Context: an optimization exercise on an open-source flow, tuned for small area and few clock cycles per item. The choices shown serve that exercise and are no tape-out recipe.
The RTL was checked by simulation tests, not by an equivalence proof against the original design.

## flow/design.v (module list and top-level ports; edited modules follow where they fit)
// module poly_horner_pipe: 97 lines
// module ph_fa: 4 lines
// module ph_ha: 4 lines
// module ph_xor2: 3 lines
// module ph_xnor2: 3 lines
// module ph_o22ai: 3 lines
// module ph_nand2: 3 lines
// module ph_nor2: 3 lines
// module ph_and2: 3 lines
// module ph_or2: 3 lines
// module ph_inv: 3 lines
// module ph_a21o: 3 lines
// module ph_a21oi: 3 lines
// module ph_o21ai: 3 lines
// module ph_o21a: 3 lines
// module ph_mulsat: 1615 lines
// module ph_addsat_n: 230 lines
// module ph_addsat: 232 lines
module poly_horner_pipe #(
  parameter int DATA_W   = 18,
  parameter int FRAC_W   = 12,
  parameter int DEGREE   = 4,
  parameter bit SATURATE = 1'b1,
  parameter logic [DATA_W*(DEGREE+1)-1:0] COEF_INIT =
    {18'h3f4ab, 18'h1ec5, 18'h3df43, 18'h1cc8, 18'h82}
) (
  input  logic                          clk,
  input  logic                          async_n,
  input  logic                          in_valid,
  output logic                          in_ready,
  input  logic [DATA_W-1:0]             x_in,
  input  logic                          coef_we,
  input  logic [$clog2(DEGREE+1)-1:0]   coef_addr,
  input  logic [DATA_W-1:0]             coef_wdata,
  input  logic                          coef_swap,
  output logic                          busy,
  output logic                          out_valid,
  input  logic                          out_ready,
  output logic [DATA_W-1:0]             y_out,
  output logic                          ovf_out
);
  // ...
==> flow/run.sh <==
#!/bin/bash
# synth_recipe.tcl (not shown) runs the flow's synth.tcl, then flattens the netlist and writes it again
# the make line also repeats each setting of config.mk as NAME=value (left out here)
make -C /OpenROAD-flow-scripts/flow DESIGN_CONFIG=/design/flow/config.mk WORK_HOME=/design/flow/orfs CLKGATE_MAP_FILE= SYNTH_SCRIPT=/design/flow/synth_recipe.tcl finish
==> flow/config.mk <==
export PLATFORM = sky130hd
export DESIGN_NAME = poly_horner_pipe
export DESIGN_NICKNAME = poly_horner_pipe
export VERILOG_FILES = /design/flow/design.v
export SDC_FILE = /design/flow/constraint.sdc
export NUM_CORES = 4
export LEC_CHECK = 0
export CAP_MARGIN = 20
export CORE_MARGIN = 2
export CORE_UTILIZATION = 75
export CTS_BUF_LIST = sky130_fd_sc_hd__clkbuf_16
export CTS_CLUSTER_DIAMETER = 80
export CTS_CLUSTER_SIZE = 24
export SLEW_MARGIN = 20
export SYNTH_HIERARCHICAL = 1
export SYNTH_MINIMUM_KEEP_SIZE = 0
==> flow/constraint.sdc <==
create_clock -name core_clock -period 10.0 [get_ports {clk}]
set_input_delay 2.0000 -clock core_clock [delete_from_list [all_inputs] [get_ports {clk}]]
set_output_delay 2.0000 -clock core_clock [all_outputs]
set_load 0.01 [all_outputs]
==> impl_results.md, run 1 <==
* Outcome: timing/DRC/antenna clean
* Clk sinks at 323
* Post-CTS setup buffers at 0
* Mux share of post-synthesis cell area at between 2 and 2.5%
* Clock-cell share of area at approximately 1.4%
* Adder-cell share of the synthesized area at between 20% and 30%
* Non-clock buffer share at roughly 2.4%
* FFs & Latches at roughly 320
* Inverter count at a little under 200
* # placed instances at about 5,000
* Setup Crit Path Kind: flip-flop to flip-flop
* Multi-input combinational area share at between 70 and 80%
* Critical Path Source Type: flip-flop
* XOR/XNOR share of the synthesized area at 24.6%
* Critical path's largest stage delay at between 0.6 and 0.7 ns
* Final Max Slew Viols at 0
* Cells after Synth at approximately 4,000
* Layout cell share with drive strength beyond 1 at a little over 7%
* Register area share after synthesis at between 20% and 30%
* Hold path depth at 2
* Routed Antenna Nets at 0
* Vias per std cell at about 6.9
* Comb_multi_in at about 3,500
* R2R Path End: pr3[1]
* Met2 usage at approximately 64%
* Drc violations at 0
* Slew HR at roughly 23%
* Reg2Reg Depth at 34
Testbench counts, summed over its fixed seeds: cycles 16,032, items 16,000.
==> module poly_horner_pipe, before the edit <==
module poly_horner_pipe #(
  parameter int DATA_W   = 18,
  parameter int FRAC_W   = 12,
  parameter int DEGREE   = 4,
  parameter bit SATURATE = 1'b1,
  parameter logic [DATA_W*(DEGREE+1)-1:0] COEF_INIT =
    {18'h3f4ab, 18'h1ec5, 18'h3df43, 18'h1cc8, 18'h82}
) (
  input  logic                          clk,
  input  logic                          async_n,
  input  logic                          in_valid,
  output logic                          in_ready,
  input  logic [DATA_W-1:0]             x_in,
  input  logic                          coef_we,
  input  logic [$clog2(DEGREE+1)-1:0]   coef_addr,
  input  logic [DATA_W-1:0]             coef_wdata,
  input  logic                          coef_swap,
  output logic                          busy,
  output logic                          out_valid,
  input  logic                          out_ready,
  output logic [DATA_W-1:0]             y_out,
  output logic                          ovf_out
);
  logic [4:0][17:0] active, shadow;
  logic [17:0]      c4_new;
  logic [4:0]       dirty, wr, commit, ld;
  logic [3:0]       tok;
  logic             adv, accept;
  logic [4:1]       vld;
  logic [17:0]      pr1, pr2, pr3, pr4;
  logic             of1, of2, of3, of4;
  logic [17:0]      xr1, xr2, xr3;
  assign adv       = !vld[4] || out_ready;
  assign in_ready  = adv;
  assign accept    = in_valid && adv;
  assign busy      = |tok;
  assign out_valid = vld[4];
  always_comb begin
    for (int k = 0; k <= 4; k++) wr[k] = coef_we && (coef_addr == 3'(k));
    commit[4] = coef_swap;
    commit[3] = tok[0] && adv;
    commit[2] = tok[1] && adv;
    commit[1] = tok[2] && adv;
    commit[0] = tok[3] && adv;
    for (int k = 0; k < 4; k++) ld[k] = commit[k] && dirty[k];
    ld[4]  = coef_swap && (dirty[4] || wr[4]);
    c4_new = wr[4] ? coef_wdata : shadow[4];
  end
  always_ff @(posedge clk or negedge async_n) begin
    if (!async_n) begin
      active <= COEF_INIT;
      dirty  <= '0;
      tok    <= '0;
    end else begin
      for (int k = 0; k < 4; k++)
        if (ld[k]) active[k] <= shadow[k];
      if (ld[4]) active[4] <= c4_new;
      for (int k = 0; k <= 4; k++) begin
        if (commit[k])  dirty[k] <= 1'b0;
        else if (wr[k]) dirty[k] <= 1'b1;
      end
      if (adv) tok <= {tok[2:0], coef_swap};
      else if (coef_swap) tok[0] <= 1'b1;
    end
  end
  always_ff @(posedge clk) begin
    for (int k = 0; k <= 4; k++)
      if (wr[k]) shadow[k] <= coef_wdata;
  end
  logic [17:0] p1, p2, p3, p4, na1, na2, na3, a4;
  logic        po1, po2, po3, po4, so1, so2, so3, so4;
  ph_mulsat   u_m1 (.na(~x_in), .x(active[4]), .p(p1), .po(po1));
  ph_addsat_n u_a1 (.p(pr1), .c(active[3]), .na(na1), .so(so1));
  ph_mulsat   u_m2 (.na(na1), .x(xr1), .p(p2), .po(po2));
  ph_addsat_n u_a2 (.p(pr2), .c(active[2]), .na(na2), .so(so2));
  ph_mulsat   u_m3 (.na(na2), .x(xr2), .p(p3), .po(po3));
  ph_addsat_n u_a3 (.p(pr3), .c(active[1]), .na(na3), .so(so3));
  ph_mulsat   u_m4 (.na(na3), .x(xr3), .p(p4), .po(po4));
  ph_addsat   u_a4 (.p(pr4), .c(active[0]), .a(a4), .so(so4));
  assign y_out   = a4;
  assign ovf_out = of4 | so4;
  always_ff @(posedge clk or negedge async_n) begin
    if (!async_n) vld <= '0;
    else if (adv) vld <= {vld[3:1], accept};
  end
  always_ff @(posedge clk) begin
    if (adv) begin
      pr1 <= p1;  of1 <= po1;
      pr2 <= p2;  of2 <= of1 | so1 | po2;
      pr3 <= p3;  of3 <= of2 | so2 | po3;
      pr4 <= p4;  of4 <= of3 | so3 | po4;
      xr1 <= x_in;
      xr2 <= xr1;
      xr3 <= xr2;
    end
  end
endmodule
==> inputs of run 2 (changes only) <==
--- a/flow/design.v
+++ b/flow/design.v
@@ -24,4 +24,4 @@
   logic [4:0][17:0] active, shadow;
-  logic [17:0]      c4_new;
   logic [4:0]       dirty, wr, commit, ld;
+  logic             c4pend;      
   logic [3:0]       tok;
@@ -33,4 +33,4 @@
   assign adv       = !vld[4] || out_ready;
-  assign in_ready  = adv;
-  assign accept    = in_valid && adv;
+  assign in_ready  = adv && !c4pend;
+  assign accept    = in_valid && in_ready;
   assign busy      = |tok;
@@ -45,4 +45,3 @@
     for (int k = 0; k < 4; k++) ld[k] = commit[k] && dirty[k];
-    ld[4]  = coef_swap && (dirty[4] || wr[4]);
-    c4_new = wr[4] ? coef_wdata : shadow[4];
+    ld[4] = (coef_swap && dirty[4] && !wr[4]) || c4pend;
   end
@@ -51,2 +50,3 @@
       active <= COEF_INIT;
+      c4pend <= 1'b0;
       dirty  <= '0;
@@ -56,3 +56,4 @@
         if (ld[k]) active[k] <= shadow[k];
-      if (ld[4]) active[4] <= c4_new;
+      if (ld[4]) active[4] <= shadow[4];
+      c4pend <= coef_swap && wr[4];
       for (int k = 0; k <= 4; k++) begin
==> run 2 against run 1 <==
  * Critical path depth fell by 1
  * Via count rose by 1.9%
==> impl_results.md, run 2 <==
* Top-area cell type share of the netlist area at 22.7%
* Grt ovf at 0
* Period utilisation layout at a little over nine tenths
* CP Max Fanout at 18
* Outcome: timing/DRC/antenna clean
* Endpoints failing hold at 0
* Yosys warns at 7
* Slew HR at 17.9% (-4.9 points)
* Max stage delay cell, worst path: a21o_1
* WP buf/inv at 2
* Most frequent cells in the layout: xnor2_1, o22ai_1, fa_1
* Nets@finish at approximately 4,700
* Hold path depth at 1 (-1)
* RD Place Congestion at ~0.99
* Initial antenna violation count at 1
* Critical path's largest stage delay at 0.68 ns (about the same)
* Rows at 85
* Layout cell share with drive strength beyond 1 at 8.26% (+1.0 points)
* Synth cell count leaders: xnor2_1, o22ai_1, fa_1
* H-tree depth at 1
* FF-to-FF Start: active[38]
* CTS tree: built
* Clk sinks at 324 (+0.31%)
* Setup Crit Path Kind: flip-flop to flip-flop
* Worst Tran Pin Value at 1.23 ns
* Reg2Reg Depth at 33 (-2.9%)
* Core box area at ~0.054 mm2
* Final HPWL DP at approximately 90,000 um
* Largest net degree at the start of global routing at between 80 and 90
* Initial drt markers at between 4,000 and 5,000
* FF+latch count, synth at 324
* Vias per std cell at 7.16 (+4.2%)
* Hold Path Class: flip-flop to flip-flop
* Cells after Synth at 3,948 (-3.4%)
* Dominant cell by count in the synthesized netlist: xnor2_1
* F_max at 105 MHz
* Port-buffer cells at 66
* Syn_area_per_cell at 10.3 um2
* DR vias at ~34,000
* Drc violations at 0 (unchanged)
* Critical Path Source Type: flip-flop
* CP endpoint kind: flip-flop
* Syn nets at around 4,500
* CP startpoint: active[38]
* Ranking of synthesized cells by area: fa_1, xnor2_1, edfxtp_1
* CTS max path bufs at 3
* Top_reg_cell synth: edfxtp_1
* RSZ-0062 raised after global routing: false
* Commonest non-fill, non-tap cell in the layout: xnor2_1
* Vias in the first global route at 35,600
* Pre-CTS setup slack at between 0.7 and 0.8 ns
* Worst path required time at 10.28 ns
* Clock skew at 0.0331 ns
* Routed Antenna Nets at 0 (unchanged)
* Critical path depth at 33
* Die W at around 240 um
* Register area share after synthesis at 22.7% (+0.73 points)
* Max-cap violation count at 0
* Initial Utilization at about three quarters
* Most used cell, CP: a21oi_2
* Setup TNS at 0 ns
* Setup crit end: pr3[6]
* Clock latency (worst-skew pair) at approximately 0.54 ns
* Initial DRT Pass Iterations at 8
* Yosys cell types at 39
* Root Driver: clkbuf_16
* Post-CTS setup buffers at 0 (unchanged)
* Drt total wl at roughly 130,000 um
* Synth async-reset ratio at 32.1%
* Num ports at 67
* Worst EP arrival at between 9 and 10 ns
* Final count of negative-setup-slack endpoints at 0
* Leading area contributor after synthesis: fa_1
* Die Y at 237 um
* Post-Synthesis Cell Area at about 0.04 mm2
* R2R Path End: pr3[6]
* Die ar. at 0.0563 mm2
* Layout area overhead at 6.27%
* Final Max Slew Viols at 0 (unchanged)
* Clk slew on worst S/H paths at ~0.09 ns
* Biggest regs: active: 90 flops, shadow: 90 flops
* GRT Overall Usage at 45.0%
* Num CTS Buffers at 19
* Fin crit period at roughly 9.5 ns
* Post-synth EDFFs at 220
* Crit-path leading delay family: compound AO/OA/AOI/OAI gates
* Avg WL per Cell at approximately 26 um
* First-pass GRT wire length at just under 200,000 um
* R2R Setup Slk at 0.49 ns
* Final Worst Setup Slack at about 0.49 ns
[run 2: cell count changes in the layout (fill, tap and decap cells not counted), sizes merged, moves of 15 or more]
cell | before | now
mux2 | 72 | 90
nand3 | 40 | 4
edfxtp | 202 | 220
buf | 49 | 64
dfxtp | 18 | 0
inv | 206 | 188
o2111ai | 18 | 0
nand2 | 368 | 314
or3 | 21 | 3
[run 2: kinds of logic (layout without fill, tap and decap cells)]
group	after synthesis	in the layout	synth area share [%]
xor gates and xnor gates	1160	1160	24.9
DFF	324	324	22.7
and+or+nand+nor	532	532	5.42
muxes	90	90	2.59
AOI/OAI and AO/OA	1118	1118	17.5
adders and majority gates	540	540	25.1
other	0	2	0
buffers and inverters	184	339	1.84
[run 2: how the worst min path moves through the flow]
| stage | startpoint | to | slack, ns |
|---|---|---|---|
| 6_report | shadow[44] | active[44] | 0.48 |
| 5_1_grt | shadow[38] | active[38] | 0.49 |
| 4_1_cts | shadow[44] | active[44] | 0.48 |
| 3_5_place_dp | shadow[76] | active[76] | 0.46 |
| 3_3_place_gp | vld[3] | vld[3] | 0.44 |
| 2_1_floorplan | vld[3] | vld[3] | 0.43 |
[run 2: timing repair]
action,CTS,global route
resized for setup,0,5
hold buffers,0,0
endpoints found under the setup margin,0,17
[run 2: layer usage]
layer / vias to the layer above / global-route usage (%) / wire length [um] / share of wire (%)
li1: 14300 / - / - / -
met5: - / 0 / 0 / 0
met3: 697 / 10.5 / 15800 / 12
met2: 2815 / 71.8 / 58500 / 46
met4: 0 / 25.8 / 8660 / 6.8
met1: 16600 / 56.6 / 44000 / 35
[run 2: worst reg2reg max path, delay by kind of cell (launching register included)]
kind | cells | cell delay [ns]
flip-flops | 1 | 0.43
AND/OR/NAND/NOR | 6 | 1.71
adder cells (fa/ha/maj) | 4 | 1.86
buffers and inverters | 2 | 0.20
XOR/XNOR | 6 | 1.57
AO/OA/AOI/OAI | 15 | 3.49
[run 2: metrics by stage]
stage | hold slack, ns | util, % | cells | area (um2)
6_report | 0.477 | 80.6 | 4801 | 43400
4_1_cts | 0.480 | 80.5 | 4796 | 43300
3_5_place_dp | 0.464 | 79.4 | 4762 | 42700
5_1_grt | 0.492 | 80.6 | 4800 | 43400
2_1_floorplan | 0.430 | - | 3948 | 40800
3_3_place_gp | 0.440 | 79.4 | 4762 | 42700
[run 2: layout make-up]
| class | count | area (um2) |
|---|---|---|
| clock buffers | 19 | 475 |
| flip-flops and latches | 324 | 9260 |
| fillers | 3319 | 10400 |
| well taps | 696 | 871 |
| clock inverters | 15 | 118 |
| multi-input cells | 3440 | 30900 |
| inverters | 176 | 666 |
| diodes | 2 | 5.00 |
| repair buffers | 129 | 1150 |
[run 2: Yosys stat by module, one instance, submodules excluded, a selection]
module            area, um2  cells  copies in the design
ph_a21o                7.51      1                    51
ph_a21oi               8.76      1                   104
ph_and2                6.26      1                    12
ph_fa                  20.0      1                   464
ph_ha                  12.5      1                    76
ph_inv                 3.75      1                   157
ph_nand2               3.75      1                   296
ph_nor2                3.75      1                   148
ph_o21a                7.51      1                    85
ph_o21ai               5.00      1                   224
ph_o22ai               6.26      1                   648
ph_or2                 6.26      1                    36
ph_xnor2               8.76      1                   960
ph_xor2                8.76      1                   200
poly_horner_pipe      10800    487                     1
Testbench counts of run 2, summed over its fixed seeds: cycles 16,032, items 16,000.

==> re-timing with driven ports <==
No port has a modelled driver above. Below, the same layouts with a new extraction and two added sets of constraints.
Step 1 (the two cells are an assumption about what drives the block):
set clk [get_ports {clk}]
set_driving_cell -lib_cell sky130_fd_sc_hd__clkbuf_16 $clk
set_driving_cell -lib_cell sky130_fd_sc_hd__buf_2 [delete_from_list [all_inputs] $clk]
Step 2 adds t to the input delays and takes it off the output delays; t is the mean of the earliest and latest rising clock arrival at the registers after step 1. Input paths then give back, and output paths get back, about the clock's delay inside the block.
a / b / c = ideal / step 1 / step 2; a / b = the first two.
run	t, ns	setup slack, ns	slew at the worst register clock pin (ns)	cell pins on the clock port's net
run 1	0.597	0.616 / 0.616 / 0.616	0.10 / 0.10	1
run 2	0.573	0.492 / 0.492 / 0.492	0.10 / 0.10	1
After both steps every run listed still meets setup and hold.
